Context: an optimization exercise on an open-source flow, tuned for a short achievable clock period and few clock cycles per item. The choices shown serve that exercise and are no tape-out recipe. In this exercise RTL edits were held to simulation tests only and were not proved equivalent to the original. Power figures rest on the tool's default switching activity, not on a simulated workload.

## flow/constraint.sdc

```tcl
create_clock -name core_clock -period 7.0 [get_ports {clk}]
set_input_delay 1.4000 -clock core_clock [delete_from_list [all_inputs] [get_ports {clk}]]
set_output_delay 1.4000 -clock core_clock [all_outputs]
set_load 0.01 [all_outputs]
```

## flow/design.v

```verilog
`default_nettype none
package cpu_pkg;
    typedef enum logic [2:0] {
        IDLE,
        FETCH,
        DECODE,
        EXECUTE,
        MEM_LOAD,
        MEM_STORE,
        WRITE_BACK
    } cpu_state_e;
    typedef enum logic [2:0] {
        OP_ADDSUB = 3'b000,    
        OP_SLTMUL = 3'b001,    
        OP_LOAD   = 3'b010,
        OP_STORE  = 3'b011,
        OP_BEQ    = 3'b100,
        OP_JUMP   = 3'b101
    } opcode_e;
    typedef struct packed {
        opcode_e                   op;
        logic [4-1:0] rs;
        logic [4-1:0] rt;
        logic [4-1:0] rd;
        logic                      func;
    } inst_t;
    typedef struct packed {
        logic signed [16-1:0] rs_data;
        logic signed [16-1:0] rt_data;
    } operands_t;
    typedef struct packed {
        logic                   arvalid;
        logic [32-1:0] araddr;
        logic                   rready;
    } axi_rd_m_t;
    typedef struct packed {
        logic                   arready;
        logic                   rvalid;
        logic [16-1:0] rdata;
    } axi_rd_s_t;
    typedef struct packed {
        logic                   awvalid;
        logic [32-1:0] awaddr;
        logic                   wvalid;
        logic [16-1:0] wdata;
        logic                   bready;
    } axi_wr_m_t;
    typedef struct packed {
        logic awready;
        logic wready;
        logic bvalid;
    } axi_wr_s_t;
endpackage
`default_nettype wire
`timescale 1ns/1ps
`default_nettype none
module cpu_control
(
    input  logic       clk,
    input  logic       rst_n,
    input  logic       done_alu,        
    input  logic       done_mem,        
    input  logic       complete,        
    input  logic       a_v,             
    input  logic [1:0] nq,              
    output logic       hold,            
    output logic       io_stall
);
    localparam int N = 3;
    logic [7:0] c0, c0_n;
    logic [5:0] c   [1:N];
    logic [5:0] c_n [1:N];
    logic [1:0] nout;
    logic       q_alu, q_mem, q_complete;
    logic [1:0] q_nout;
    always_ff @(posedge clk or negedge rst_n) begin
        if (!rst_n) begin
            q_alu      <= 1'b0;
            q_mem      <= 1'b0;
            q_complete <= 1'b0;
            q_nout     <= '0;
        end else begin
            q_alu      <= done_alu;
            q_mem      <= done_mem;
            q_complete <= complete;
            q_nout     <= {1'b0, a_v} + nq;
        end
    end
    always_comb begin
        c0_n = c0;
        for (int k = 1; k <= N; k++) c_n[k] = c[k];
        nout = q_nout;
        if (q_complete) begin
            c0_n = c0 + {2'b0, c[1]};
            for (int k = 1; k < N; k++) c_n[k] = c[k+1];
            c_n[N] = '0;
            nout = nout - 2'd1;
        end
        if (q_mem) begin
            for (int k = 1; k <= N; k++) if (nout == 2'(k-1)) c_n[k] = 6'd1;
        end
        if (q_alu) begin
            if (nout == 2'd0) c0_n = c0_n + 8'd1;
            for (int k = 1; k <= N; k++) if (nout == 2'(k)) c_n[k] = c_n[k] + 6'd1;
        end
        if (c0 != 8'd0) c0_n = c0_n - 8'd1;
    end
    logic near_full;
    always_comb begin
        near_full = (c0 > 8'd170);
        for (int k = 1; k <= N; k++) if (c[k] > 6'd44) near_full = 1'b1;
    end
    always_ff @(posedge clk or negedge rst_n) begin
        if (!rst_n) begin
            c0       <= '0;
            for (int k = 1; k <= N; k++) c[k] <= '0;
            hold     <= 1'b0;
            io_stall <= 1'b1;
        end else begin
            c0       <= c0_n;
            for (int k = 1; k <= N; k++) c[k] <= c_n[k];
            hold     <= near_full;
            io_stall <= (c0 == 8'd0);
        end
    end
endmodule
`default_nettype wire
`timescale 1ns/1ps
`default_nettype none
module fetch_unit
#(
    parameter int IW   = 5,      
    parameter int DIST = 16      
)
(
    input  logic        clk,
    input  logic        rst_n,
    output logic        imem_arvalid,
    output logic [31:0] imem_araddr,
    output logic        imem_rready,
    input  logic        imem_arready,
    input  logic        imem_rvalid,
    input  logic [15:0] imem_rdata,
    input  logic        d_stall,        
    input  logic        redirect,       
    output logic        d_v,
    output logic [15:0] d_inst,
    output logic [11:0] d_pc,
    output logic        d_pt,           
    output logic [15:0] d_rs_oh,        
    output logic [15:0] d_rt_oh
);
    localparam int NE = 1 << IW;
    localparam int TW = 11 - IW;
    logic [NE-1:0]  c_val;
    logic [TW-1:0]  c_tag  [NE];
    logic [15:0]    c_inst [NE];
    logic [NE-1:0]  c_pt;
    logic [NE-1:0]  c_isj;
    logic [10:0]    c_tgt  [NE];        
    logic [11:0]    fpc;
    logic [11:0]    d_alt;              
    logic           x_hit;
    logic [15:0]    x_inst;
    logic           x_pt;
    logic [11:0]    x_pc, x_next, x_alt;
    logic           resp_v;
    logic [10:0]    resp_a;
    logic [15:0]    resp_d;
    logic           ar_v;
    logic [10:0]    ar_a;
    logic [10:0]    spc;
    logic [10:0]    f_a [4];
    logic [1:0]     f_rp, f_wp;
    logic [2:0]     f_cnt;
    logic [2:0]  r_op;
    logic        r_isj, r_pt;
    logic [10:0] r_tgt;
    assign r_op  = resp_d[15:13];
    assign r_isj = (r_op == 3'b101);
    assign r_pt  = r_isj || ((r_op == 3'b100) && (resp_d[4] || (resp_d[12:9] == resp_d[8:5])));
    assign r_tgt = r_isj ? resp_d[11:1]
                         : (resp_a + 11'd1 + {{6{resp_d[4]}}, resp_d[4:0]});
    logic [10:0]   fw;
    logic [IW-1:0] fidx;
    logic [TW-1:0] ftag;
    assign fw   = fpc[11:1];
    assign fidx = fw[IW-1:0];
    assign ftag = fw[10:IW];
    logic        c_hit, r_hit, hit;
    logic [15:0] l_inst;
    logic        l_pt, l_isj;
    logic [10:0] l_tgt;
    logic [11:0] l_next;
    assign c_hit = c_val[fidx] && (c_tag[fidx] == ftag);
    assign r_hit = resp_v && (resp_a == fw);
    assign hit   = c_hit || r_hit;
    always_comb begin
        if (r_hit) begin
            l_inst = resp_d;
            l_pt   = r_pt;
            l_isj  = r_isj;
            l_tgt  = r_tgt;
        end else begin
            l_inst = c_inst[fidx];
            l_pt   = c_pt[fidx];
            l_isj  = c_isj[fidx];
            l_tgt  = c_tgt[fidx];
        end
        if (l_pt) l_next = {l_tgt, l_isj ? l_inst[0] : fpc[0]};
        else      l_next = fpc + 12'd2;
    end
    logic [11:0] l_alt;
    assign l_alt = l_pt ? (fpc + 12'd2) : {l_tgt, fpc[0]};
    logic [10:0]   aw;
    logic [IW-1:0] aidx;
    logic          a_hit;
    logic [15:0]   a_inst;
    logic          a_pt, a_isj;
    logic [10:0]   a_tgt;
    logic [11:0]   a_next, a_alt;
    assign aw     = d_alt[11:1];
    assign aidx   = aw[IW-1:0];
    assign a_hit  = c_val[aidx] && (c_tag[aidx] == aw[10:IW]);
    assign a_inst = c_inst[aidx];
    assign a_pt   = c_pt[aidx];
    assign a_isj  = c_isj[aidx];
    assign a_tgt  = c_tgt[aidx];
    assign a_next = a_pt ? {a_tgt, a_isj ? a_inst[0] : d_alt[0]} : (d_alt + 12'd2);
    assign a_alt  = a_pt ? (d_alt + 12'd2) : {a_tgt, d_alt[0]};
    always_ff @(posedge clk) begin
        x_inst <= a_inst;
        x_pt   <= a_pt;
        x_pc   <= d_alt;
        x_next <= a_next;
        x_alt  <= a_alt;
    end
    always_ff @(posedge clk or negedge rst_n) begin
        if (!rst_n) x_hit <= 1'b0;
        else        x_hit <= a_hit;
    end
    always_ff @(posedge clk or negedge rst_n) begin
        if (!rst_n) begin
            fpc <= '0;
            d_v <= 1'b0;
        end else if (redirect) begin
            fpc <= x_hit ? x_next : x_pc;
            d_v <= x_hit;
        end else if (!d_stall) begin
            d_v <= hit;
            if (hit) fpc <= l_next;
        end
    end
    always_ff @(posedge clk) begin
        if (redirect) begin
            d_inst  <= x_inst;
            d_pc    <= x_pc;
            d_pt    <= x_pt;
            d_alt   <= x_alt;
            d_rs_oh <= 16'd1 << x_inst[12:9];
            d_rt_oh <= 16'd1 << x_inst[8:5];
        end else if (!d_stall) begin
            d_inst  <= l_inst;
            d_pc    <= fpc;
            d_pt    <= l_pt;
            d_alt   <= l_alt;
            d_rs_oh <= 16'd1 << l_inst[12:9];
            d_rt_oh <= 16'd1 << l_inst[8:5];
        end
    end
    logic [IW-1:0] ridx;
    assign ridx = resp_a[IW-1:0];
    always_ff @(posedge clk or negedge rst_n) begin
        if (!rst_n) begin
            c_val <= '0;
        end else if (resp_v) begin
            c_val[ridx] <= 1'b1;
        end
    end
    always_ff @(posedge clk) begin
        if (resp_v) begin
            c_tag[ridx]  <= resp_a[10:IW];
            c_inst[ridx] <= resp_d;
            c_pt[ridx]   <= r_pt;
            c_isj[ridx]  <= r_isj;
            c_tgt[ridx]  <= r_tgt;
        end
    end
    logic       ar_hs, r_hs;
    logic       infl, restart, ahead_ok, room, slot_free, issue;
    logic [10:0] s_dist;
    logic [3:0] f_live;
    assign ar_hs = ar_v && imem_arready;
    assign r_hs  = imem_rvalid && (f_cnt != 3'd0);
    always_comb begin
        for (int i = 0; i < 4; i++) begin
            f_live[i] = (2'(i - f_rp) < f_cnt[1:0]) || f_cnt[2];
        end
        infl = ar_v && (ar_a == fw);
        for (int i = 0; i < 4; i++) begin
            if (f_live[i] && (f_a[i] == fw)) infl = 1'b1;
        end
    end
    logic [10:0] fw_p1, spc_p1;
    assign fw_p1     = fw + 11'd1;
    assign spc_p1    = spc + 11'd1;
    assign s_dist    = spc - fw;
    assign restart   = !hit && !infl && (spc != fw);
    assign ahead_ok  = (s_dist < 11'(DIST));
    assign room      = ({1'b0, f_cnt} + {3'b0, ar_v}) <= 4'd3;
    assign slot_free = !ar_v || ar_hs;
    assign issue     = slot_free && room && (restart || ahead_ok);
    always_ff @(posedge clk or negedge rst_n) begin
        if (!rst_n) begin
            ar_v   <= 1'b0;
            spc    <= '0;
            f_rp   <= '0;
            f_wp   <= '0;
            f_cnt  <= '0;
            resp_v <= 1'b0;
        end else begin
            if (issue) begin
                ar_v <= 1'b1;
                spc  <= restart ? fw_p1 : spc_p1;
            end else begin
                if (ar_hs) ar_v <= 1'b0;
                if (restart) spc <= fw;
            end
            if (ar_hs) f_wp <= f_wp + 2'd1;
            if (r_hs)  f_rp <= f_rp + 2'd1;
            f_cnt  <= f_cnt + {2'b0, ar_hs} - {2'b0, r_hs};
            resp_v <= r_hs;
        end
    end
    always_ff @(posedge clk) begin
        if (issue) ar_a <= restart ? fw : spc;
        if (ar_hs) f_a[f_wp] <= ar_a;
        if (r_hs) begin
            resp_a <= f_a[f_rp];
            resp_d <= imem_rdata;
        end
    end
    assign imem_arvalid = ar_v;
    assign imem_araddr  = {20'h00001, ar_a, 1'b0};
    assign imem_rready  = 1'b1;
endmodule
`default_nettype wire
`timescale 1ns/1ps
`default_nettype none
module reg_file
(
    input  logic        clk,
    input  logic        rst_n,
    input  logic        we_e,
    input  logic [3:0]  wa_e,
    input  logic [15:0] wd_e,
    input  logic        we_m,
    input  logic [3:0]  wa_m,
    input  logic [15:0] wd_m,
    input  logic        we_l,
    input  logic [3:0]  wa_l,
    input  logic [15:0] wd_l,
    output logic [255:0] regs
);
    always_ff @(posedge clk or negedge rst_n) begin
        if (!rst_n) begin
            regs <= '0;
        end else begin
            for (int i = 0; i < 16; i++) begin
                if (we_e && wa_e == 4'(i))      regs[16*i +: 16] <= wd_e;
                else if (we_m && wa_m == 4'(i)) regs[16*i +: 16] <= wd_m;
                else if (we_l && wa_l == 4'(i)) regs[16*i +: 16] <= wd_l;
            end
        end
    end
endmodule
`default_nettype wire
`timescale 1ns/1ps
`default_nettype none
module execute_unit
(
    input  logic [15:0] a,
    input  logic [15:0] b,
    input  logic        sub,
    input  logic        slt,
    output logic [15:0] result,
    output logic        eq,
    output logic [63:0] mul_r
);
    logic [15:0] sum;
    logic        less;
    assign sum    = sub ? (a - b) : (a + b);
    assign less   = $signed(a) < $signed(b);
    assign result = slt ? {15'b0, less} : sum;
    assign eq     = (a == b);
    logic [15:0] pp [16];
    always_comb begin
        for (int i = 0; i < 16; i++) pp[i] = (a << i) & {16{b[i]}};
    end
    logic [15:0] l1 [11];
    logic [15:0] l2 [8];
    logic [15:0] l3 [6];
    logic [15:0] l4 [4];
    function automatic logic [15:0] csa_s(input logic [15:0] x, input logic [15:0] y, input logic [15:0] z);
        csa_s = x ^ y ^ z;
    endfunction
    function automatic logic [15:0] csa_c(input logic [15:0] x, input logic [15:0] y, input logic [15:0] z);
        csa_c = ((x & y) | (x & z) | (y & z)) << 1;
    endfunction
    always_comb begin
        for (int k = 0; k < 5; k++) begin
            l1[2*k]   = csa_s(pp[3*k], pp[3*k+1], pp[3*k+2]);
            l1[2*k+1] = csa_c(pp[3*k], pp[3*k+1], pp[3*k+2]);
        end
        l1[10] = pp[15];
        for (int k = 0; k < 3; k++) begin
            l2[2*k]   = csa_s(l1[3*k], l1[3*k+1], l1[3*k+2]);
            l2[2*k+1] = csa_c(l1[3*k], l1[3*k+1], l1[3*k+2]);
        end
        l2[6] = l1[9];
        l2[7] = l1[10];
        for (int k = 0; k < 2; k++) begin
            l3[2*k]   = csa_s(l2[3*k], l2[3*k+1], l2[3*k+2]);
            l3[2*k+1] = csa_c(l2[3*k], l2[3*k+1], l2[3*k+2]);
        end
        l3[4] = l2[6];
        l3[5] = l2[7];
        for (int k = 0; k < 2; k++) begin
            l4[2*k]   = csa_s(l3[3*k], l3[3*k+1], l3[3*k+2]);
            l4[2*k+1] = csa_c(l3[3*k], l3[3*k+1], l3[3*k+2]);
        end
        mul_r = {l4[3], l4[2], l4[1], l4[0]};
    end
endmodule
`default_nettype wire
`timescale 1ns/1ps
`default_nettype none
module mem_unit
(
    input  logic        clk,
    input  logic        rst_n,
    input  logic        req,            
    input  logic        req_st,
    input  logic [10:0] req_addr,       
    input  logic [15:0] req_data,
    input  logic [3:0]  req_rd,
    input  logic        kill,           
    input  logic [3:0]  kill_rd,        
    output logic        accept,
    output logic        complete,       
    output logic        a_v,            
    output logic [1:0]  nq,             
    output logic        lw_v,
    output logic [3:0]  lw_rd,
    output logic        dmem_arvalid,
    output logic [31:0] dmem_araddr,
    output logic        dmem_rready,
    input  logic        dmem_arready,
    input  logic        dmem_rvalid,
    input  logic [15:0] dmem_rdata,
    output logic        dmem_awvalid,
    output logic [31:0] dmem_awaddr,
    output logic        dmem_wvalid,
    output logic [15:0] dmem_wdata,
    output logic        dmem_bready,
    input  logic        dmem_awready,
    input  logic        dmem_wready,
    input  logic        dmem_bvalid
);
    logic        a_st;
    logic        a_kill;
    logic [3:0]  a_rd;
    logic        ar_v, aw_v, w_v;
    logic [10:0] a_addr;
    logic [15:0] a_data;
    localparam int Q = 2;
    logic [Q-1:0] q_v, q_st, q_kill;
    logic [3:0]   q_rd   [Q];
    logic [10:0]  q_addr [Q];
    logic [15:0]  q_data [Q];
    logic complete_ld, complete_st, afree;
    assign accept      = !q_v[Q-1];
    assign lw_v        = a_v && !a_st && !ar_v && !a_kill;
    assign lw_rd       = a_rd;
    assign complete_ld = a_v && !a_st && !ar_v && dmem_rvalid;
    assign complete_st = a_v && a_st && !aw_v && !w_v && dmem_bvalid;
    assign complete    = complete_ld || complete_st;
    assign afree       = !a_v || complete;
    always_comb begin
        nq = '0;
        for (int i = 0; i < Q; i++) nq = nq + {1'b0, q_v[i]};
    end
    logic         a_kill_n;
    logic [Q-1:0] q_kill_n;
    assign a_kill_n = a_kill || (kill && (a_rd == kill_rd));
    always_comb begin
        for (int i = 0; i < Q; i++) q_kill_n[i] = q_kill[i] || (kill && (q_rd[i] == kill_rd));
    end
    logic        n_load;       
    logic        n_kill;
    logic        n_st;
    logic [3:0]  n_rd;
    logic [10:0] n_addr;
    logic [15:0] n_data;
    assign n_load = afree && (q_v[0] || req);
    assign n_st   = q_v[0] ? q_st[0]     : req_st;
    assign n_kill = q_v[0] ? q_kill_n[0] : 1'b0;
    assign n_rd   = q_v[0] ? q_rd[0]     : req_rd;
    assign n_addr = q_v[0] ? q_addr[0]   : req_addr;
    assign n_data = q_v[0] ? q_data[0]   : req_data;
    logic         shift, enq;
    logic [Q-1:0] s_v, s_st, s_kill, s_new;
    logic [3:0]   s_rd   [Q];
    logic [10:0]  s_addr [Q];
    logic [15:0]  s_data [Q];
    assign shift = afree && q_v[0];
    assign enq   = req && accept && !(afree && !q_v[0]);
    always_comb begin
        for (int i = 0; i < Q; i++) begin
            if (shift && i + 1 < Q) begin
                s_v[i]    = q_v[i+1];
                s_st[i]   = q_st[i+1];
                s_kill[i] = q_kill_n[i+1];
                s_rd[i]   = q_rd[i+1];
                s_addr[i] = q_addr[i+1];
                s_data[i] = q_data[i+1];
            end else if (shift) begin
                s_v[i]    = 1'b0;
                s_st[i]   = q_st[i];
                s_kill[i] = q_kill_n[i];
                s_rd[i]   = q_rd[i];
                s_addr[i] = q_addr[i];
                s_data[i] = q_data[i];
            end else begin
                s_v[i]    = q_v[i];
                s_st[i]   = q_st[i];
                s_kill[i] = q_kill_n[i];
                s_rd[i]   = q_rd[i];
                s_addr[i] = q_addr[i];
                s_data[i] = q_data[i];
            end
        end
        for (int i = 0; i < Q; i++) begin
            s_new[i] = enq && !s_v[i] && ((i == 0) || s_v[(i == 0) ? 0 : i-1]);
        end
    end
    always_ff @(posedge clk or negedge rst_n) begin
        if (!rst_n) begin
            a_v    <= 1'b0;
            a_st   <= 1'b0;
            ar_v   <= 1'b0;
            aw_v   <= 1'b0;
            w_v    <= 1'b0;
            a_kill <= 1'b0;
            q_v    <= '0;
            q_kill <= '0;
        end else begin
            if (n_load) a_kill <= n_kill;
            else        a_kill <= a_kill_n;
            if (n_load) begin
                a_v  <= 1'b1;
                a_st <= n_st;
                ar_v <= !n_st;
                aw_v <= n_st;
                w_v  <= n_st;
            end else begin
                if (complete) a_v <= 1'b0;
                if (dmem_arready) ar_v <= 1'b0;
                if (dmem_awready) aw_v <= 1'b0;
                if (dmem_wready)  w_v  <= 1'b0;
            end
            for (int i = 0; i < Q; i++) begin
                q_v[i]    <= s_v[i] || s_new[i];
                q_kill[i] <= s_new[i] ? 1'b0 : s_kill[i];
            end
        end
    end
    always_ff @(posedge clk) begin
        if (n_load) begin
            a_rd   <= n_rd;
            a_addr <= n_addr;
            a_data <= n_data;
        end
        for (int i = 0; i < Q; i++) begin
            if (s_new[i]) begin
                q_st[i]   <= req_st;
                q_rd[i]   <= req_rd;
                q_addr[i] <= req_addr;
                q_data[i] <= req_data;
            end else if (shift) begin
                q_st[i]   <= s_st[i];
                q_rd[i]   <= s_rd[i];
                q_addr[i] <= s_addr[i];
                q_data[i] <= s_data[i];
            end
        end
    end
    assign dmem_arvalid = ar_v;
    assign dmem_araddr  = {20'h00001, a_addr, 1'b0};
    assign dmem_rready  = 1'b1;
    assign dmem_awvalid = aw_v;
    assign dmem_awaddr  = {20'h00001, a_addr, 1'b0};
    assign dmem_wvalid  = w_v;
    assign dmem_wdata   = a_data;
    assign dmem_bready  = 1'b1;
endmodule
`default_nettype wire
`timescale 1ns/1ps
`default_nettype none
module cpu_top
(
    input  logic                   clk,
    input  logic                   rst_n,
    output logic                   io_stall,
    output logic                   imem_arvalid,
    output logic [32-1:0] imem_araddr,
    output logic                   imem_rready,
    input  logic                   imem_arready,
    input  logic                   imem_rvalid,
    input  logic [16-1:0] imem_rdata,
    output logic                   dmem_arvalid,
    output logic [32-1:0] dmem_araddr,
    output logic                   dmem_rready,
    input  logic                   dmem_arready,
    input  logic                   dmem_rvalid,
    input  logic [16-1:0] dmem_rdata,
    output logic                   dmem_awvalid,
    output logic [32-1:0] dmem_awaddr,
    output logic                   dmem_wvalid,
    output logic [16-1:0] dmem_wdata,
    output logic                   dmem_bready,
    input  logic                   dmem_awready,
    input  logic                   dmem_wready,
    input  logic                   dmem_bvalid
);
    logic        d_v, d_pt, d_stall;
    logic [15:0] d_inst;
    logic [15:0] d_rs_oh, d_rt_oh;
    logic [11:0] d_pc;
    logic        redirect;
    logic [255:0] regs;
    logic        e_v;
    logic        e_walu, e_sub, e_slt, e_mul, e_beq, e_pt;
    logic [3:0]  e_rd;
    logic [15:0] e_a, e_b;
    logic        m_v;
    logic [3:0]  m_rd;
    logic [15:0] m_r [4];
    logic [15:0] mul_res;
    logic        mu_accept, mu_complete, mu_a_v;
    logic [1:0]  mu_nq;
    logic        ld_ok;         
    logic [15:0] sb;            
    logic        lw_v;          
    logic [3:0]  lw_rd;
    logic        fw_rs, fw_rt;  
    logic        hold;
    fetch_unit u_fetch (
        .clk(clk), .rst_n(rst_n),
        .imem_arvalid(imem_arvalid), .imem_araddr(imem_araddr), .imem_rready(imem_rready),
        .imem_arready(imem_arready), .imem_rvalid(imem_rvalid), .imem_rdata(imem_rdata),
        .d_stall(d_stall), .redirect(redirect),
        .d_v(d_v), .d_inst(d_inst), .d_pc(d_pc), .d_pt(d_pt),
        .d_rs_oh(d_rs_oh), .d_rt_oh(d_rt_oh)
    );
    logic [2:0]  op;
    logic [3:0]  rs, rt, rd, dst;
    logic        func;
    logic        uses_rs, uses_rt, writes;
    logic        i_ld, i_st, i_mem;
    logic [15:0] pend;
    logic        hazard, d_ok, d_fire;
    assign op   = d_inst[15:13];
    assign rs   = d_inst[12:9];
    assign rt   = d_inst[8:5];
    assign rd   = d_inst[4:1];
    assign func = d_inst[0];
    assign i_ld    = (op == 3'b010);
    assign i_st    = (op == 3'b011);
    assign i_mem   = i_ld || i_st;
    assign uses_rs = !op[2] || (op == 3'b100);
    assign uses_rt = (op == 3'b000) || (op == 3'b001) || (op == 3'b011) || (op == 3'b100);
    assign writes  = (op == 3'b000) || (op == 3'b001) || i_ld;
    assign dst     = i_ld ? rt : rd;
    assign ld_ok = lw_v && dmem_rvalid;
    assign pend  = sb;
    logic [15:0] rf_rs, rf_rt;
    logic        pend_rs, pend_rt;
    always_comb begin
        rf_rs = '0;
        rf_rt = '0;
        for (int i = 0; i < 16; i++) begin
            rf_rs = rf_rs | (regs[16*i +: 16] & {16{d_rs_oh[i]}});
            rf_rt = rf_rt | (regs[16*i +: 16] & {16{d_rt_oh[i]}});
        end
    end
    assign pend_rs = |(pend & d_rs_oh);
    assign pend_rt = |(pend & d_rt_oh);
    logic mulhaz_rs, mulhaz_rt;
    assign mulhaz_rs = e_v && e_mul && (e_rd == rs);
    assign mulhaz_rt = e_v && e_mul && (e_rd == rt);
    assign fw_rs  = lw_v && (lw_rd == rs) && dmem_rvalid;
    assign fw_rt  = lw_v && (lw_rd == rt) && dmem_rvalid;
    logic slthaz;
    assign slthaz = i_mem && ((e_v && e_slt && (e_rd == rs)) || (m_v && (m_rd == rs)));
    assign hazard = slthaz ||
                    (uses_rs && ((pend_rs && !fw_rs) || mulhaz_rs)) ||
                    (uses_rt && ((pend_rt && !fw_rt) || mulhaz_rt));
    assign d_ok    = !hazard && !hold && !(i_mem && !mu_accept);
    assign d_fire  = d_v && d_ok && !redirect;
    assign d_stall = d_v && !d_ok;
    logic [15:0] alu_res;
    logic [15:0] opa, opb;
    always_comb begin
        if (fw_rs)                        opa = dmem_rdata;
        else if (e_v && e_walu && e_rd == rs)  opa = alu_res;
        else if (m_v && m_rd == rs)       opa = mul_res;
        else                              opa = rf_rs;
        if (fw_rt)                        opb = dmem_rdata;
        else if (e_v && e_walu && e_rd == rt)  opb = alu_res;
        else if (m_v && m_rd == rt)       opb = mul_res;
        else                              opb = rf_rt;
    end
    logic [15:0] imm16;
    assign imm16 = {{11{d_inst[4]}}, d_inst[4:0]};
    logic [10:0] imm11, addr_in, addr_rf, addr_e, daddr;
    logic [15:0] base_rf;
    assign imm11   = imm16[10:0];
    assign base_rf = rf_rs;
    function automatic logic [10:0] addr_add(input logic [10:0] base, input logic [4:0] imm);
        logic [5:0] lo;
        logic [5:0] hi, hi_p, hi_m;
        lo   = {1'b0, base[4:0]} + {1'b0, imm};
        hi   = base[10:5];
        hi_p = base[10:5] + 6'd1;
        hi_m = base[10:5] - 6'd1;
        if (imm[4]) addr_add = {lo[5] ? hi   : hi_m, lo[4:0]};
        else        addr_add = {lo[5] ? hi_p : hi,   lo[4:0]};
    endfunction
    logic [10:0] ea_x, ea_y, ea_z, ea_s, ea_c;
    assign ea_x   = e_a[10:0];
    assign ea_y   = e_b[10:0] ^ {11{e_sub}};
    assign ea_z   = imm11;
    assign ea_s   = ea_x ^ ea_y ^ ea_z;
    assign ea_c   = {((ea_x[9:0] & ea_y[9:0]) | (ea_x[9:0] & ea_z[9:0]) | (ea_y[9:0] & ea_z[9:0])), e_sub};
    assign addr_in = addr_add(dmem_rdata[10:0], d_inst[4:0]);
    assign addr_rf = addr_add(base_rf[10:0], d_inst[4:0]);
    assign addr_e  = ea_s + ea_c;
    always_comb begin
        if (fw_rs)                            daddr = addr_in;
        else if (e_v && e_walu && e_rd == rs) daddr = addr_e;
        else                                  daddr = addr_rf;
    end
    always_ff @(posedge clk or negedge rst_n) begin
        if (!rst_n) begin
            e_v <= 1'b0;
        end else begin
            e_v <= d_fire && !i_mem;
        end
    end
    always_ff @(posedge clk) begin
        begin
            e_walu <= (op == 3'b000) || ((op == 3'b001) && !func);
            e_sub  <= (op == 3'b000) && func;
            e_slt  <= (op == 3'b001) && !func;
            e_mul  <= (op == 3'b001) && func;
            e_beq  <= (op == 3'b100);
            e_pt   <= d_pt;
            e_rd   <= dst;
            e_a    <= opa;
            e_b    <= opb;
        end
    end
    logic        eq;
    logic [63:0] mul_r;
    execute_unit u_execute (
        .a(e_a), .b(e_b), .sub(e_sub), .slt(e_slt),
        .result(alu_res), .eq(eq), .mul_r(mul_r)
    );
    assign redirect    = e_v && e_beq && (eq != e_pt);
    always_ff @(posedge clk or negedge rst_n) begin
        if (!rst_n) begin
            m_v <= 1'b0;
        end else begin
            m_v <= e_v && e_mul;
        end
    end
    always_ff @(posedge clk) begin
        if (e_v && e_mul) begin
            m_rd <= e_rd;
            for (int k = 0; k < 4; k++) m_r[k] <= mul_r[16*k +: 16];
        end
    end
    logic [15:0] m_s0, m_c0, m_s1, m_c1;
    assign m_s0    = m_r[0] ^ m_r[1] ^ m_r[2];
    assign m_c0    = ((m_r[0] & m_r[1]) | (m_r[0] & m_r[2]) | (m_r[1] & m_r[2])) << 1;
    assign m_s1    = m_s0 ^ m_c0 ^ m_r[3];
    assign m_c1    = ((m_s0 & m_c0) | (m_s0 & m_r[3]) | (m_c0 & m_r[3])) << 1;
    assign mul_res = m_s1 + m_c1;
    reg_file u_reg_file (
        .clk(clk), .rst_n(rst_n),
        .we_e(e_v && e_walu), .wa_e(e_rd), .wd_e(alu_res),
        .we_m(m_v), .wa_m(m_rd), .wd_m(mul_res),
        .we_l(ld_ok), .wa_l(lw_rd), .wd_l(dmem_rdata),
        .regs(regs)
    );
    always_ff @(posedge clk or negedge rst_n) begin
        if (!rst_n) begin
            sb <= '0;
        end else begin
            for (int i = 0; i < 16; i++) begin
                if (d_fire && writes && dst == 4'(i)) sb[i] <= i_ld;
                else if (ld_ok && lw_rd == 4'(i))     sb[i] <= 1'b0;
            end
        end
    end
    mem_unit u_mem (
        .clk(clk), .rst_n(rst_n),
        .req(d_fire && i_mem), .req_st(i_st), .req_addr(daddr),
        .req_data(opb), .req_rd(rt),
        .kill(d_fire && writes), .kill_rd(dst),
        .accept(mu_accept), .complete(mu_complete), .a_v(mu_a_v), .nq(mu_nq),
        .lw_v(lw_v), .lw_rd(lw_rd),
        .dmem_arvalid(dmem_arvalid), .dmem_araddr(dmem_araddr), .dmem_rready(dmem_rready),
        .dmem_arready(dmem_arready), .dmem_rvalid(dmem_rvalid), .dmem_rdata(dmem_rdata),
        .dmem_awvalid(dmem_awvalid), .dmem_awaddr(dmem_awaddr), .dmem_wvalid(dmem_wvalid),
        .dmem_wdata(dmem_wdata), .dmem_bready(dmem_bready),
        .dmem_awready(dmem_awready), .dmem_wready(dmem_wready), .dmem_bvalid(dmem_bvalid)
    );
    cpu_control u_control (
        .clk(clk), .rst_n(rst_n),
        .done_alu(d_fire && !i_mem), .done_mem(d_fire && i_mem),
        .complete(mu_complete), .a_v(mu_a_v), .nq(mu_nq),
        .hold(hold), .io_stall(io_stall)
    );
endmodule
`default_nettype wire
```

## flow/run.sh

```bash
#!/bin/bash
# synth_recipe.tcl (not shown) runs the flow's synth.tcl, then flattens the netlist and writes it again
# the make line also repeats each setting of config.mk as NAME=value (left out here)
make -C /OpenROAD-flow-scripts/flow DESIGN_CONFIG=/design/flow/config.mk WORK_HOME=/design/flow/orfs CLKGATE_MAP_FILE= SYNTH_SCRIPT=/design/flow/synth_recipe.tcl finish
```

## flow/config.mk

```make
export PLATFORM = sky130hd
export DESIGN_NAME = cpu_top
export DESIGN_NICKNAME = cpu_top
export VERILOG_FILES = /design/flow/design.v
export SDC_FILE = /design/flow/constraint.sdc
export NUM_CORES = 4
export LEC_CHECK = 0
export CAP_MARGIN = 20
export CORE_MARGIN = 2
export CORE_UTILIZATION = 40
export SETUP_SLACK_MARGIN = 3.5
export SLEW_MARGIN = 20
```

==> flow_summary.yaml, run 1 <==
hold_path:
  hp-start: "u_fetch.d_pt"
  hold_path_class: "flop to flop"
worst_setup_path:
  rrSetupSlack_ps: 2940
  required_ps: 7590
  end_kind: "flop"
  cp_max_fo: 9
  critPathKind: "flop to flop"
  startpoint_type: "flop"
  arrival_ps: 4660
  crit_path_start: "u_fetch.d_rs_oh[11]"
  r2r-start: "u_fetch.d_rs_oh[11]"
global_routing:
  grt_pass1_wl_microns: 507000
  track_usage: 0.281
  antenna_found_initial: 16
  grt_pass1_vias: 69498
  grt-ovfl-total: 0
  grt_max_degree: 124
routing:
  drcViolationCount: 0
  drtIter0Drc: 10454
  route.antenna.remaining_nets: 0
  vias: 71653
  wirelength_microns: 362000
  wl_per_cell_microns: 32.5
  routed_via_density: 6.44
  first_pass_iters: 10
synthesis:
  synth_cell_types: 86
  async_flop_share: 0.207
  syn_area_sq_um: 98700
  synthCells: 7517
  yosysWarnings: 23
  ys_ff_latch: 1841
  ys_seq_area_frac: 0.531
  synth_edf_count: 1363
  synth-main-ff-cell: "edfxtp_1"
  syn_area_per_cell_sq_um: 13.1
floorplan:
  start_util: 0.402
  die_h_microns: 501
  die_w_microns: 501
  core_area_sq_um: 246000
  dieArea_sq_um: 251000
  io_pins: 161
  rows: 182
timing:
  setup_viol: 0
  slew_violations: 0
  rsz0062_at_grt: "yes"
  fin_skew_ps: 79.1
  worstMarginPinSlew_ps: 1320
  slew_headroom: 0.119
  min_period_ps: 4060
  hold_viol_final: 0
  max_freq_mhz: 246
  post-route-period-util: 0.580
  hold_slack_ps: 343
  final.setup.tns_ps: 0
cells_and_area:
  nets: 8016
  final_cell_mix: "edfxtp_1 (1363), nand2_1 (798), mux4_2 (680)"
  drive_above_1_share: 0.251
  mostFrequentLayoutCell: "edfxtp_1"
  area_growth_pct: 17.1
power_and_ir_drop:
  vdd_ir_drop_max_uv: 404
  p_per_area_nw_per_um2: 498
  power.leakage_nw: 41.0
place:
  detailed_place_hpwl_microns: 212000
  numPortBuffers: 94
  routabilityCongestion: 0.973
clocking:
  cts_max_level: 4
  cts.clk_slew.worst_paths_ps: 60
  cts_tree: "done"
  clock_latency_ps: 890
  cts_buffers: 199
  cts-root-buf: "clkbuf_16"
  holdBufCountCts: 0
  clk_path_buf_depth: 3
  cts.sinks: 1841
flow_run:
  max-cap-violations: 0
outcome:
  status: "finished clean"
## power by group
group	internal, W	switching (W)
Sequential	0.0147	0.00169
Combinational	0.0125	0.0179
Clock	0.00602	0.00468
## critical path, cell delays in order, from the launching register on
cell and delay (ps):
edfxtp_1 510, buf_4 280, a22o_1 230, a221oi_1 220
and3_1 190, nand4_1 90, buf_4 200, ha_1 310
inv_1 80, o21bai_2 190, a21oi_4 100, nor4_2 350
a22oi_2 120, mux2_4 360, a211oi_4 200, a21oi_2 100
mux2_4 280
## repair_timing
| action | 4_1_cts | 5_1_grt |
|---|---|---|
| setup buffers | 131 | 81 |
| setup endpoints to repair | 902 | 570 |
| gates resized for setup | 344 | 269 |
| gates cloned | 36 | 13 |
| pin swaps | 80 | 102 |
## logic make-up (layout without fill, tap and decap cells)
kind of cell,after synthesis,after routing,synth area share
AO/OA/AOI/OAI,1480,1487,0.0941
AND/OR/NAND/NOR,1755,1765,0.0785
other,2,73,0.0000761
adder cells (fa/ha/maj),248,248,0.0393
flip-flops,1841,1841,0.531
multiplexers,1042,1042,0.194
XOR/XNOR,280,280,0.0249
buffers and inverters,869,1169,0.0385
## state kept, by name, indices dropped and copies added, names as in the netlist, 18 cells and up, named ones only
signal	count
m_r	34
u_fetch.c_pt	32
u_fetch.f_a	44
u_mem.q_addr	22
u_control.c	18
u_fetch.c_tag	192
u_mem.q_data	32
u_fetch.c_inst	512
u_fetch.c_tgt	352
u_reg_file.regs	256
u_fetch.c_val	32
## cells in the mapped netlist, drive strengths merged, types with 146 or more instances
master	n	area [sq um]
a21oi	304	1520
a22oi	154	1160
buf	222	1370
clkbuf	427	1600
dfrtp	380	9510
edfxtp	1363	40900
inv	210	788
mux2i	262	2630
mux4	680	15300
nand2	832	3120
nand3	234	1180
nor2	339	1270
o211ai	146	1100
o21ai	509	2550
xnor2	171	1500
## area by class of cell
type                            instances  area [sq um]
Clock inverter                        104          1010
Tap cell                             3220          4030
Inverter                              220           895
Timing Repair Buffer                  576          6350
Multi-Input combinational cell       4888         45200
Sequential cell                      1841         52500
Antenna cell                            7          17.5
Timing Repair inverter                  1          8.76
Fill cell                           21081        130000
Clock buffer                          268          5540
## path summary, 6_finish.rpt
| kind | end | depth (start not counted) |
|---|---|---|
| worst max-delay path | u_mem.a_addr[10] | 16 |
| worst min-delay path | e_pt | 0 |
| worst max register to register | u_mem.a_addr[10] | 16 |
| worst min register to register | e_pt | 0 |
| max in group asynchronous | u_control.c[1][5] | 2 |
| min in group asynchronous | u_reg_file.regs[222] | 1 |
## through the flow
step | cells | worst slack, ps | area [sq um] | util | power (W)
after detailed placement | 10482 | 1600 | 104000 | 0.422 | 0.0422
final | 11125 | 2940 | 116000 | 0.470 | 0.0575
after CTS | 11021 | 2980 | 114000 | 0.462 | 0.0551
after global placement | 10479 | 1660 | 104000 | 0.421 | 0.0419
after global routing | 11119 | 2840 | 116000 | 0.470 | 0.0596
after floorplan | 7581 | 2590 | 99400 | - | 0.0330
## per-layer routing
| layer | vias to the layer above | part of all wire | GRT usage |
|---|---|---|---|
| met5 | - | 0.000064 | 0 |
| met4 | 4 | 0.062 | 0.141 |
| met3 | 1138 | 0.11 | 0.0750 |
| met2 | 4898 | 0.45 | 0.434 |
| met1 | 36504 | 0.37 | 0.365 |
| li1 | 29109 | - | - |
Testbench counts, summed over its fixed seeds: cycles 27,669, instructions 24,000.
==> run 2, diff against run 1 <==
--- a/flow/design.v
+++ b/flow/design.v
@@ -143,12 +143,15 @@
     input  logic [15:0] imem_rdata,
     input  logic        d_stall,        
     input  logic        redirect,       
-    output logic        d_v,
-    output logic [15:0] d_inst,
-    output logic [11:0] d_pc,
-    output logic        d_pt,           
-    output logic [15:0] d_rs_oh,        
-    output logic [15:0] d_rt_oh
+    input  logic [11:0] d_alt,          
+    output logic        f_v,
+    output logic [15:0] f_inst,
+    output logic        f_pt,           
+    output logic [11:0] f_alt,
+    output logic        x_hit,          
+    output logic [15:0] x_inst,
+    output logic        x_pt,
+    output logic [11:0] x_alt
 );
     localparam int NE = 1 << IW;
     localparam int TW = 11 - IW;
@@ -159,11 +162,7 @@
     logic [NE-1:0]  c_isj;
     logic [10:0]    c_tgt  [NE];        
     logic [11:0]    fpc;
-    logic [11:0]    d_alt;              
-    logic           x_hit;
-    logic [15:0]    x_inst;
-    logic           x_pt;
-    logic [11:0]    x_pc, x_next, x_alt;
+    logic [11:0]    x_pc, x_next;
     logic           resp_v;
     logic [10:0]    resp_a;
     logic [15:0]    resp_d;
@@ -173,14 +172,12 @@
     logic [10:0]    f_a [4];
     logic [1:0]     f_rp, f_wp;
     logic [2:0]     f_cnt;
-    logic [2:0]  r_op;
     logic        r_isj, r_pt;
     logic [10:0] r_tgt;
-    assign r_op  = resp_d[15:13];
-    assign r_isj = (r_op == 3'b101);
-    assign r_pt  = r_isj || ((r_op == 3'b100) && (resp_d[4] || (resp_d[12:9] == resp_d[8:5])));
-    assign r_tgt = r_isj ? resp_d[11:1]
-                         : (resp_a + 11'd1 + {{6{resp_d[4]}}, resp_d[4:0]});
+    logic [2:0]  i_op;
+    logic [10:0] i_a;
+    assign i_op = imem_rdata[15:13];
+    assign i_a  = f_a[f_rp];
     logic [10:0]   fw;
     logic [IW-1:0] fidx;
     logic [TW-1:0] ftag;
@@ -239,33 +236,47 @@
         if (!rst_n) x_hit <= 1'b0;
         else        x_hit <= a_hit;
     end
+    logic [10:0]   yw;
+    logic [IW-1:0] yidx;
+    logic          y_hit;
+    logic [15:0]   y_inst;
+    logic          y_pt, y_isj;
+    logic [10:0]   y_tgt;
+    logic [11:0]   y_next, y_alt;
+    assign yw     = x_next[11:1];
+    assign yidx   = yw[IW-1:0];
+    assign y_hit  = c_val[yidx] && (c_tag[yidx] == yw[10:IW]);
+    assign y_inst = c_inst[yidx];
+    assign y_pt   = c_pt[yidx];
+    assign y_isj  = c_isj[yidx];
+    assign y_tgt  = c_tgt[yidx];
+    assign y_next = y_pt ? {y_tgt, y_isj ? y_inst[0] : x_next[0]} : (x_next + 12'd2);
+    assign y_alt  = y_pt ? (x_next + 12'd2) : {y_tgt, x_next[0]};
+    logic f_free;
+    assign f_free = !f_v || !d_stall;
     always_ff @(posedge clk or negedge rst_n) begin
         if (!rst_n) begin
             fpc <= '0;
-            d_v <= 1'b0;
+            f_v <= 1'b0;
         end else if (redirect) begin
-            fpc <= x_hit ? x_next : x_pc;
-            d_v <= x_hit;
-        end else if (!d_stall) begin
-            d_v <= hit;
+            if (x_hit && y_hit) fpc <= y_next;
+            else if (x_hit)     fpc <= x_next;
+            else                fpc <= x_pc;
+            f_v <= x_hit && y_hit;
+        end else if (f_free) begin
+            f_v <= hit;
             if (hit) fpc <= l_next;
         end
     end
     always_ff @(posedge clk) begin
         if (redirect) begin
-            d_inst  <= x_inst;
-            d_pc    <= x_pc;
-            d_pt    <= x_pt;
-            d_alt   <= x_alt;
-            d_rs_oh <= 16'd1 << x_inst[12:9];
-            d_rt_oh <= 16'd1 << x_inst[8:5];
-        end else if (!d_stall) begin
-            d_inst  <= l_inst;
-            d_pc    <= fpc;
-            d_pt    <= l_pt;
-            d_alt   <= l_alt;
-            d_rs_oh <= 16'd1 << l_inst[12:9];
-            d_rt_oh <= 16'd1 << l_inst[8:5];
+            f_inst <= y_inst;
+            f_pt   <= y_pt;
+            f_alt  <= y_alt;
+        end else if (f_free) begin
+            f_inst <= l_inst;
+            f_pt   <= l_pt;
+            f_alt  <= l_alt;
         end
     end
     logic [IW-1:0] ridx;
@@ -296,16 +307,19 @@
         for (int i = 0; i < 4; i++) begin
             f_live[i] = (2'(i - f_rp) < f_cnt[1:0]) || f_cnt[2];
         end
-        infl = ar_v && (ar_a == fw);
+        infl = ar_v && (ar_a == mw);
         for (int i = 0; i < 4; i++) begin
-            if (f_live[i] && (f_a[i] == fw)) infl = 1'b1;
+            if (f_live[i] && (f_a[i] == mw)) infl = 1'b1;
         end
     end
     logic [10:0] fw_p1, spc_p1;
     assign fw_p1     = fw + 11'd1;
     assign spc_p1    = spc + 11'd1;
     assign s_dist    = spc - fw;
-    assign restart   = !hit && !infl && (spc != fw);
+    logic        m_miss;
+    logic [10:0] mw, mw_p1;
+    assign mw_p1     = mw + 11'd1;
+    assign restart   = m_miss && !infl && (spc != mw) && !(resp_v && resp_a == mw);
     assign ahead_ok  = (s_dist < 11'(DIST));
     assign room      = ({1'b0, f_cnt} + {3'b0, ar_v}) <= 4'd3;
     assign slot_free = !ar_v || ar_hs;
@@ -314,17 +328,19 @@
         if (!rst_n) begin
             ar_v   <= 1'b0;
             spc    <= '0;
+            m_miss <= 1'b0;
             f_rp   <= '0;
             f_wp   <= '0;
             f_cnt  <= '0;
             resp_v <= 1'b0;
         end else begin
+            m_miss <= !hit && !redirect;
             if (issue) begin
                 ar_v <= 1'b1;
-                spc  <= restart ? fw_p1 : spc_p1;
+                spc  <= restart ? mw_p1 : spc_p1;
             end else begin
                 if (ar_hs) ar_v <= 1'b0;
-                if (restart) spc <= fw;
+                if (restart) spc <= mw;
             end
             if (ar_hs) f_wp <= f_wp + 2'd1;
             if (r_hs)  f_rp <= f_rp + 2'd1;
@@ -333,11 +349,17 @@
         end
     end
     always_ff @(posedge clk) begin
-        if (issue) ar_a <= restart ? fw : spc;
+        if (issue) ar_a <= restart ? mw : spc;
+        mw <= fw;
         if (ar_hs) f_a[f_wp] <= ar_a;
         if (r_hs) begin
-            resp_a <= f_a[f_rp];
+            resp_a <= i_a;
             resp_d <= imem_rdata;
+            r_isj  <= (i_op == 3'b101);
+            r_pt   <= (i_op == 3'b101) ||
+                      ((i_op == 3'b100) && (imem_rdata[4] || (imem_rdata[12:9] == imem_rdata[8:5])));
+            r_tgt  <= (i_op == 3'b101) ? imem_rdata[11:1]
+                                       : (i_a + 11'd1 + {{6{imem_rdata[4]}}, imem_rdata[4:0]});
         end
     end
     assign imem_arvalid = ar_v;
@@ -633,14 +655,21 @@
     input  logic                   dmem_wready,
     input  logic                   dmem_bvalid
 );
+    logic        f_v, f_pt;
+    logic [15:0] f_inst;
+    logic [11:0] f_alt;
+    logic        x_hit, x_pt;
+    logic [15:0] x_inst;
+    logic [11:0] x_alt;
     logic        d_v, d_pt, d_stall;
     logic [15:0] d_inst;
     logic [15:0] d_rs_oh, d_rt_oh;
-    logic [11:0] d_pc;
+    logic [11:0] d_alt;
+    logic [15:0] d_ra, d_rb;     
     logic        redirect;
     logic [255:0] regs;
     logic        e_v;
-    logic        e_walu, e_sub, e_slt, e_mul, e_beq, e_pt;
+    logic        e_walu, e_sub, e_slt, e_mul, e_beq, e_pt, e_eq;
     logic [3:0]  e_rd;
     logic [15:0] e_a, e_b;
     logic        m_v;
@@ -659,10 +688,27 @@
         .clk(clk), .rst_n(rst_n),
         .imem_arvalid(imem_arvalid), .imem_araddr(imem_araddr), .imem_rready(imem_rready),
         .imem_arready(imem_arready), .imem_rvalid(imem_rvalid), .imem_rdata(imem_rdata),
-        .d_stall(d_stall), .redirect(redirect),
-        .d_v(d_v), .d_inst(d_inst), .d_pc(d_pc), .d_pt(d_pt),
-        .d_rs_oh(d_rs_oh), .d_rt_oh(d_rt_oh)
+        .d_stall(d_stall), .redirect(redirect), .d_alt(d_alt),
+        .f_v(f_v), .f_inst(f_inst), .f_pt(f_pt), .f_alt(f_alt),
+        .x_hit(x_hit), .x_inst(x_inst), .x_pt(x_pt), .x_alt(x_alt)
     );
+    function automatic logic [15:0] rf_read(input logic [255:0] r, input logic [3:0] a);
+        logic [15:0] oh;
+        logic [15:0] v;
+        oh = 16'd1 << a;
+        v  = '0;
+        for (int i = 0; i < 16; i++) v = v | (r[16*i +: 16] & {16{oh[i]}});
+        rf_read = v;
+    endfunction
+    logic [15:0] rf_fa, rf_fb, rf_xa, rf_xb;
+    assign rf_fa = rf_read(regs, f_inst[12:9]);
+    assign rf_fb = rf_read(regs, f_inst[8:5]);
+    assign rf_xa = rf_read(regs, x_inst[12:9]);
+    assign rf_xb = rf_read(regs, x_inst[8:5]);
+    logic        lwe_v, lwm_v, lwl_v;
+    logic [3:0]  lwe_a, lwm_a, lwl_a;
+    logic [15:0] lwe_d, lwm_d, lwl_d;
+    logic [15:0] ra_cur, rb_cur;
     logic [2:0]  op;
     logic [3:0]  rs, rt, rd, dst;
     logic        func;
@@ -684,16 +730,18 @@
     assign dst     = i_ld ? rt : rd;
     assign ld_ok = lw_v && dmem_rvalid;
     assign pend  = sb;
-    logic [15:0] rf_rs, rf_rt;
-    logic        pend_rs, pend_rt;
+    logic sa_e, sa_m, sa_l, sb_e, sb_m, sb_l;
     always_comb begin
-        rf_rs = '0;
-        rf_rt = '0;
-        for (int i = 0; i < 16; i++) begin
-            rf_rs = rf_rs | (regs[16*i +: 16] & {16{d_rs_oh[i]}});
-            rf_rt = rf_rt | (regs[16*i +: 16] & {16{d_rt_oh[i]}});
-        end
+        if (sa_e)      ra_cur = lwe_d;
+        else if (sa_m) ra_cur = lwm_d;
+        else if (sa_l) ra_cur = lwl_d;
+        else           ra_cur = d_ra;
+        if (sb_e)      rb_cur = lwe_d;
+        else if (sb_m) rb_cur = lwm_d;
+        else if (sb_l) rb_cur = lwl_d;
+        else           rb_cur = d_rb;
     end
+    logic        pend_rs, pend_rt;
     assign pend_rs = |(pend & d_rs_oh);
     assign pend_rt = |(pend & d_rt_oh);
     logic mulhaz_rs, mulhaz_rt;
@@ -702,7 +750,8 @@
     assign fw_rs  = lw_v && (lw_rd == rs) && dmem_rvalid;
     assign fw_rt  = lw_v && (lw_rd == rt) && dmem_rvalid;
     logic slthaz;
-    assign slthaz = i_mem && ((e_v && e_slt && (e_rd == rs)) || (m_v && (m_rd == rs)));
+    assign slthaz = (i_mem && ((e_v && e_slt && (e_rd == rs)) || (m_v && (m_rd == rs)))) ||
+                    ((op == 3'b100) && m_v && ((m_rd == rs) || (m_rd == rt)));
     assign hazard = slthaz ||
                     (uses_rs && ((pend_rs && !fw_rs) || mulhaz_rs)) ||
                     (uses_rt && ((pend_rt && !fw_rt) || mulhaz_rt));
@@ -711,22 +760,54 @@
     assign d_stall = d_v && !d_ok;
     logic [15:0] alu_res;
     logic [15:0] opa, opb;
+    logic [15:0] oth_a, oth_b;
+    logic        eh_a, eh_b;
+    always_comb begin
+        if (fw_rs)                   oth_a = dmem_rdata;
+        else if (m_v && m_rd == rs)  oth_a = mul_res;
+        else                         oth_a = ra_cur;
+        if (fw_rt)                   oth_b = dmem_rdata;
+        else if (m_v && m_rd == rt)  oth_b = mul_res;
+        else                         oth_b = rb_cur;
+    end
+    assign eh_a = !fw_rs && e_v && e_walu && (e_rd == rs);
+    assign eh_b = !fw_rt && e_v && e_walu && (e_rd == rt);
+    assign opa  = eh_a ? alu_res : oth_a;
+    assign opb  = eh_b ? alu_res : oth_b;
+    logic [15:0] cmp_a, cmp_b;
+    assign cmp_a = fw_rs ? dmem_rdata : ra_cur;
+    assign cmp_b = fw_rt ? dmem_rdata : rb_cur;
+    function automatic logic sum_is(input logic [15:0] x, input logic [15:0] y,
+                                    input logic cin, input logic [15:0] c);
+        logic [15:0] k, h;
+        h = x ^ y ^ c;                        
+        k = {(x[14:0] & y[14:0]) | ((x[14:0] ^ y[14:0]) & h[14:0]), cin};
+        sum_is = (h == k);
+    endfunction
+    logic        less_e;
+    logic [15:0] ey;
+    assign ey     = e_b ^ {16{e_sub}};
+    assign less_e = $signed(e_a) < $signed(e_b);
+    logic eq_oo, eq_ao, eq_oa, eq_d;
+    assign eq_oo = (cmp_a == cmp_b);
+    assign eq_ao = e_slt ? ((cmp_b[15:1] == 15'd0) && (cmp_b[0] == less_e))
+                         : sum_is(e_a, ey, e_sub, cmp_b);
+    assign eq_oa = e_slt ? ((cmp_a[15:1] == 15'd0) && (cmp_a[0] == less_e))
+                         : sum_is(e_a, ey, e_sub, cmp_a);
     always_comb begin
-        if (fw_rs)                        opa = dmem_rdata;
-        else if (e_v && e_walu && e_rd == rs)  opa = alu_res;
-        else if (m_v && m_rd == rs)       opa = mul_res;
-        else                              opa = rf_rs;
-        if (fw_rt)                        opb = dmem_rdata;
-        else if (e_v && e_walu && e_rd == rt)  opb = alu_res;
-        else if (m_v && m_rd == rt)       opb = mul_res;
-        else                              opb = rf_rt;
+        case ({eh_a, eh_b})
+            2'b00:   eq_d = eq_oo;
+            2'b10:   eq_d = eq_ao;
+            2'b01:   eq_d = eq_oa;
+            default: eq_d = 1'b1;
+        endcase
     end
     logic [15:0] imm16;
     assign imm16 = {{11{d_inst[4]}}, d_inst[4:0]};
     logic [10:0] imm11, addr_in, addr_rf, addr_e, daddr;
     logic [15:0] base_rf;
     assign imm11   = imm16[10:0];
-    assign base_rf = rf_rs;
+    assign base_rf = ra_cur;
     function automatic logic [10:0] addr_add(input logic [10:0] base, input logic [4:0] imm);
         logic [5:0] lo;
         logic [5:0] hi, hi_p, hi_m;
@@ -758,6 +839,79 @@
             e_v <= d_fire && !i_mem;
         end
     end
+    always_ff @(posedge clk or negedge rst_n) begin
+        if (!rst_n) begin
+            d_v <= 1'b0;
+        end else if (redirect) begin
+            d_v <= x_hit;
+        end else if (!d_stall) begin
+            d_v <= f_v;
+        end
+    end
+    always_ff @(posedge clk) begin
+        if (redirect) begin
+            d_inst  <= x_inst;
+            d_pt    <= x_pt;
+            d_alt   <= x_alt;
+            d_rs_oh <= 16'd1 << x_inst[12:9];
+            d_rt_oh <= 16'd1 << x_inst[8:5];
+            d_ra    <= rf_xa;
+            d_rb    <= rf_xb;
+        end else if (!d_stall) begin
+            d_inst  <= f_inst;
+            d_pt    <= f_pt;
+            d_alt   <= f_alt;
+            d_rs_oh <= 16'd1 << f_inst[12:9];
+            d_rt_oh <= 16'd1 << f_inst[8:5];
+            d_ra    <= rf_fa;
+            d_rb    <= rf_fb;
+        end else begin
+            d_ra    <= ra_cur;
+            d_rb    <= rb_cur;
+        end
+    end
+    logic [3:0] n_rs, n_rt;
+    always_comb begin
+        if (redirect)      begin n_rs = x_inst[12:9]; n_rt = x_inst[8:5]; end
+        else if (!d_stall) begin n_rs = f_inst[12:9]; n_rt = f_inst[8:5]; end
+        else               begin n_rs = rs;           n_rt = rt;          end
+    end
+    always_ff @(posedge clk or negedge rst_n) begin
+        if (!rst_n) begin
+            sa_e <= 1'b0;
+            sa_m <= 1'b0;
+            sa_l <= 1'b0;
+            sb_e <= 1'b0;
+            sb_m <= 1'b0;
+            sb_l <= 1'b0;
+        end else begin
+            sa_e <= e_v && e_walu && (e_rd == n_rs);
+            sa_m <= m_v && (m_rd == n_rs);
+            sa_l <= ld_ok && (lw_rd == n_rs);
+            sb_e <= e_v && e_walu && (e_rd == n_rt);
+            sb_m <= m_v && (m_rd == n_rt);
+            sb_l <= ld_ok && (lw_rd == n_rt);
+        end
+    end
+    always_ff @(posedge clk or negedge rst_n) begin
+        if (!rst_n) begin
+            lwe_v <= 1'b0;
+            lwm_v <= 1'b0;
+            lwl_v <= 1'b0;
+        end else begin
+            lwe_v <= e_v && e_walu;
+            lwm_v <= m_v;
+            lwl_v <= ld_ok;
+        end
+    end
+    always_ff @(posedge clk) begin
+        lwe_a <= e_rd;
+        lwe_d <= alu_res;
+        lwm_a <= m_rd;
+        lwm_d <= mul_res;
+        lwl_a <= lw_rd;
+        lwl_d <= dmem_rdata;
+    end
     always_ff @(posedge clk) begin
         begin
             e_walu <= (op == 3'b000) || ((op == 3'b001) && !func);
@@ -766,6 +920,7 @@
             e_mul  <= (op == 3'b001) && func;
             e_beq  <= (op == 3'b100);
             e_pt   <= d_pt;
+            e_eq   <= eq_d;
             e_rd   <= dst;
             e_a    <= opa;
             e_b    <= opb;
@@ -777,7 +932,7 @@
         .a(e_a), .b(e_b), .sub(e_sub), .slt(e_slt),
         .result(alu_res), .eq(eq), .mul_r(mul_r)
     );
-    assign redirect    = e_v && e_beq && (eq != e_pt);
+    assign redirect    = e_v && e_beq && (e_eq != e_pt);
     always_ff @(posedge clk or negedge rst_n) begin
         if (!rst_n) begin
             m_v <= 1'b0;
--- a/flow/config.mk
+++ b/flow/config.mk
@@ -8,5 +8,5 @@
 export CAP_MARGIN = 20
 export CORE_MARGIN = 2
 export CORE_UTILIZATION = 40
-export SETUP_SLACK_MARGIN = 3.5
+export SETUP_SLACK_MARGIN = 3.0
 export SLEW_MARGIN = 20
==> run 2 against run 1 <==
  * Still clean
  * First-iteration DRC count up 52%
  * Fmax is 1.1% higher
  * Die area rose by 20%
  * Synthesized cell count is 24% higher
  * Power down 0.35%
  * Sequential power is 7% higher
  * Clock-buffer cell count increased by 39
==> flow_summary.yaml, run 2 <==
outcome:
  status: "finished clean"
cells_and_area:
  top_regs: "u_fetch.c_inst: 512 flops, u_fetch.c_tgt: 352 flops, u_reg_file.regs: 256 flops"
  area_growth_pct: 13.3
  largest_reg_flops: 512
  fin_util: 0.455
  nets: 9612
  largest_register: "u_fetch.c_inst"
  mostFrequentLayoutCell: "edfxtp_1"
  final_cell_mix: "edfxtp_1 (1403), mux4_2 (1020), nand2_1 (961)"
  drive_above_1_share: 0.238
clocking:
  cts-root-buf: "clkbuf_16"
  cts_max_level: 4
  cts_tree: "done"
  clock_latency_ps: 980
  cts_buffers: 226
  cts.sinks: 1981
  cts.clk_slew.worst_paths_ps: 60
  clk_path_buf_depth: 4
place:
  detailed_place_hpwl_microns: 302000
  numPortBuffers: 94
  routabilityCongestion: 0.999
synthesis:
  yosysWarnings: 23
  synth_cell_types: 89
  yosysMostFrequentCell: "edfxtp_1"
  synth_commonest_cells: "edfxtp_1 (1403), mux4_2 (1020), nand2_1 (986), o21ai_0 (624), clkbuf_1 (602)"
  synth_edf_count: 1403
  ys_ff_latch: 1981
  synth_top_area_frac: 0.355
  syn_area_sq_um: 119000
  ys_seq_area_frac: 0.469
  synth-main-ff-cell: "edfxtp_1"
  synthCells: 9312
  syn_area_per_cell_sq_um: 12.8
  synth_area_leader_cell: "edfxtp_1"
  yosys-top-cells-area: "edfxtp_1 (35%), mux4_2 (19%), dfrtp_1 (8.2%)"
  async_flop_share: 0.196
global_routing:
  track_usage: 0.328
  antenna_found_initial: 39
  grt_pass1_wl_microns: 700000
  grt_pass1_vias: 90197
  grt_max_degree: 136
  grt-ovfl-total: 0
timing:
  max_freq_mhz: 249
  slew_violations: 0
  fin_skew_ps: 118
  rsz0062_at_grt: "yes"
  post-route-period-util: 0.574
  min_period_ps: 4020
  slew_headroom: 0.154
  final.setup.tns_ps: 0
  worstMarginPinSlew_ps: 1270
  setup_viol: 0
  hold_viol_final: 0
power_and_ir_drop:
  power.share.switching: 0.421
  clockPowerShare: 0.210
  power.leakage_nw: 47.7
  sequentialPowerShare: 0.305
  p_sw_w: 0.0241
  p_comb_frac: 0.485
  vdd_ir_drop_max_uv: 356
  p_int_w: 0.0332
  p_per_area_nw_per_um2: 426
worst_setup_path:
  r2r-end: "u_mem.a_data[3]"
  r2r-start: "e_b[1]"
  end_kind: "flop"
  critPathBufInv: 3
  cp_cell_sequence: "clkdlybuf4s15_2 -> nand2b_4 -> or4b_4 -> or3_4 -> buf_12 -> nor2_1 -> a21o_1 -> inv_1 -> fa_1 -> xnor2_2 -> nor4_2 -> nand4_1 -> o21ai_1 -> o21a_1 -> a211o_1"
  cpPeakStageDelay_ps: 550
  rrSetupSlack_ps: 3010
  critPathKind: "input port to flop"
  arrival_ps: 4810
  cp_max_fo: 6
  reg2reg_depth: 11
  required_ps: 7790
  cpMaxStageDelayCell: "or4b_4"
  startpoint_type: "input port"
  cp_top_family: "simple AND/OR/NAND/NOR gates"
floorplan:
  die_w_microns: 549
  rows: 200
  io_pins: 161
  core_area_sq_um: 296000
  die_h_microns: 549
  dieArea_sq_um: 301000
  start_util: 0.401
routing:
  routed_via_density: 6.93
  drcViolationCount: 0
  first_pass_iters: 11
  drt-met1-wl_microns: 183000
  drtIter0Drc: 15892
  top_layer: "met5"
  wl_per_cell_microns: 37.5
  wl_met3_microns: 63000
  route.antenna.remaining_nets: 0
  wl_met2_microns: 219000
  wirelength_microns: 504000
  vias: 93149
flow_run:
  max-cap-violations: 0
hold_path:
  hold_path_class: "input port to asynchronous set/reset pin"
run 2: power by group through the flow:
stage	combinational (W)	clock, W	sequential [W]
floorplan	0.0177	0	0.0162
global placement	0.0256	0	0.0177
detailed placement	0.0258	0	0.0177
CTS	0.0266	0.0121	0.0174
global route	0.0290	0.0125	0.0176
finish	0.0278	0.0120	0.0175
run 2: how the worst max path moves through the flow:
stage                     endpoint  cells past startpoint  slack [ps]        start
2_1_floorplan                 sa_l                     12        2370  dmem_rvalid
3_3_place_gp       u_mem.a_data[6]                     10        1280  dmem_rvalid
3_5_place_dp       u_mem.a_data[6]                     10        1200  dmem_rvalid
4_1_cts        u_mem.q_addr[0][10]                     14        2860        e_sub
5_1_grt        u_mem.q_addr[0][10]                     18        2790       e_a[0]
6_report                      e_eq                     15        2980  dmem_rvalid
run 2: area by class of cell:
class                           count  area, sq um
Fill cell                       26214       161000
Multi-Input combinational cell   6282        60600
Sequential cell                  1981        55700
Clock buffer                      307         6270
Timing Repair Buffer              530         4930
Tap cell                         3939         4930
Inverter                          271         1070
Clock inverter                    110         1020
Antenna cell                       30         75.1
Timing Repair inverter              1         5.00
run 2: worst reg2reg max path, cell delays in order (launching register included):
cell and delay [ps]:
dfxtp_2 540, clkinvlp_4 220, ha_1 330, a21oi_1 70, o21bai_1 290, a21oi_1 150, xnor2_1 210, nand2b_2 320
clkinvlp_4 210, o21ai_0 110, a21o_1 350, o21ai_0 830
run 2: repair_timing:
| action | in CTS | in global routing |
|---|---|---|
| setup buffers | 80 | 31 |
| hold buffers | 0 | 0 |
| pin swaps | 41 | 20 |
| setup endpoints to repair | 656 | 338 |
| gates cloned | 15 | 4 |
| resized for setup | 155 | 94 |
run 2: cell families (layout without fill, tap and decap cells):
logic type | after synthesis | after routing | share of synthesized area
and+or+nand+nor | 2036 | 2044 | 0.0761
DFF | 1981 | 1981 | 0.469
AOI/OAI and AO/OA | 1902 | 1906 | 0.106
muxes | 1594 | 1594 | 0.243
buffers and inverters | 1125 | 1219 | 0.0389
xor gates and xnor gates | 394 | 394 | 0.0291
adders and majority gates | 278 | 278 | 0.0377
other | 2 | 96 | 0.0000632
run 2: metrics by stage:
| step | worst slack (ps) | total power, W | cell area [sq um] | hold slack (ps) | instances |
|---|---|---|---|---|---|
| after global placement | 1280 | 0.0433 | 125000 | 331 | 12868 |
| final | 2980 | 0.0573 | 135000 | 277 | 13451 |
| after floorplan | 2370 | 0.0339 | 119000 | 323 | 9376 |
| after detailed placement | 1200 | 0.0436 | 125000 | 331 | 12871 |
| after global routing | 2790 | 0.0591 | 135000 | 344 | 13425 |
| after CTS | 2860 | 0.0560 | 134000 | 333 | 13383 |
run 2: per-layer routing:
| layer | track usage | vias to the layer above |
|---|---|---|
| met5 | 0.00712 | - |
| met4 | 0.199 | 30 |
| met3 | 0.101 | 1973 |
| met2 | 0.487 | 7542 |
| met1 | 0.420 | 47385 |
| li1 | - | 36219 |
Testbench counts of run 2, summed over its fixed seeds: cycles 27,751, instructions 24,000.

port drivers added, routing unchanged:
Ports are ideal in the flow. The routed layouts listed here were re-timed in OpenROAD. Step 1 (the two cells are an assumption about what drives the block):
set clk [get_ports {clk}]
set_driving_cell -lib_cell sky130_fd_sc_hd__clkbuf_16 $clk
set_driving_cell -lib_cell sky130_fd_sc_hd__buf_2 [delete_from_list [all_inputs] $clk]
Step 2 moves the port delays by t, midway between the first and last clock arrival at a register: inputs arrive t later, outputs are due t later. That takes back most of the time a late clock gives input paths. Slacks: ideal / step 1 / step 2; pairs: ideal / step 1.
| run | t (ns) | setup WS [ns] | cell pins on the clock port's net |
|---|---|---|---|
| run 1 | 0.944 | 2.939 / 2.939 / 2.171 | 1 |
| run 2 | 1.018 | 2.983 / 3.007 / 2.035 | 1 |
After both steps every run listed still meets setup and hold. The setup slack of run 2, which loses most, moves by +0.024 ns with the drivers and by -0.948 ns with both steps.
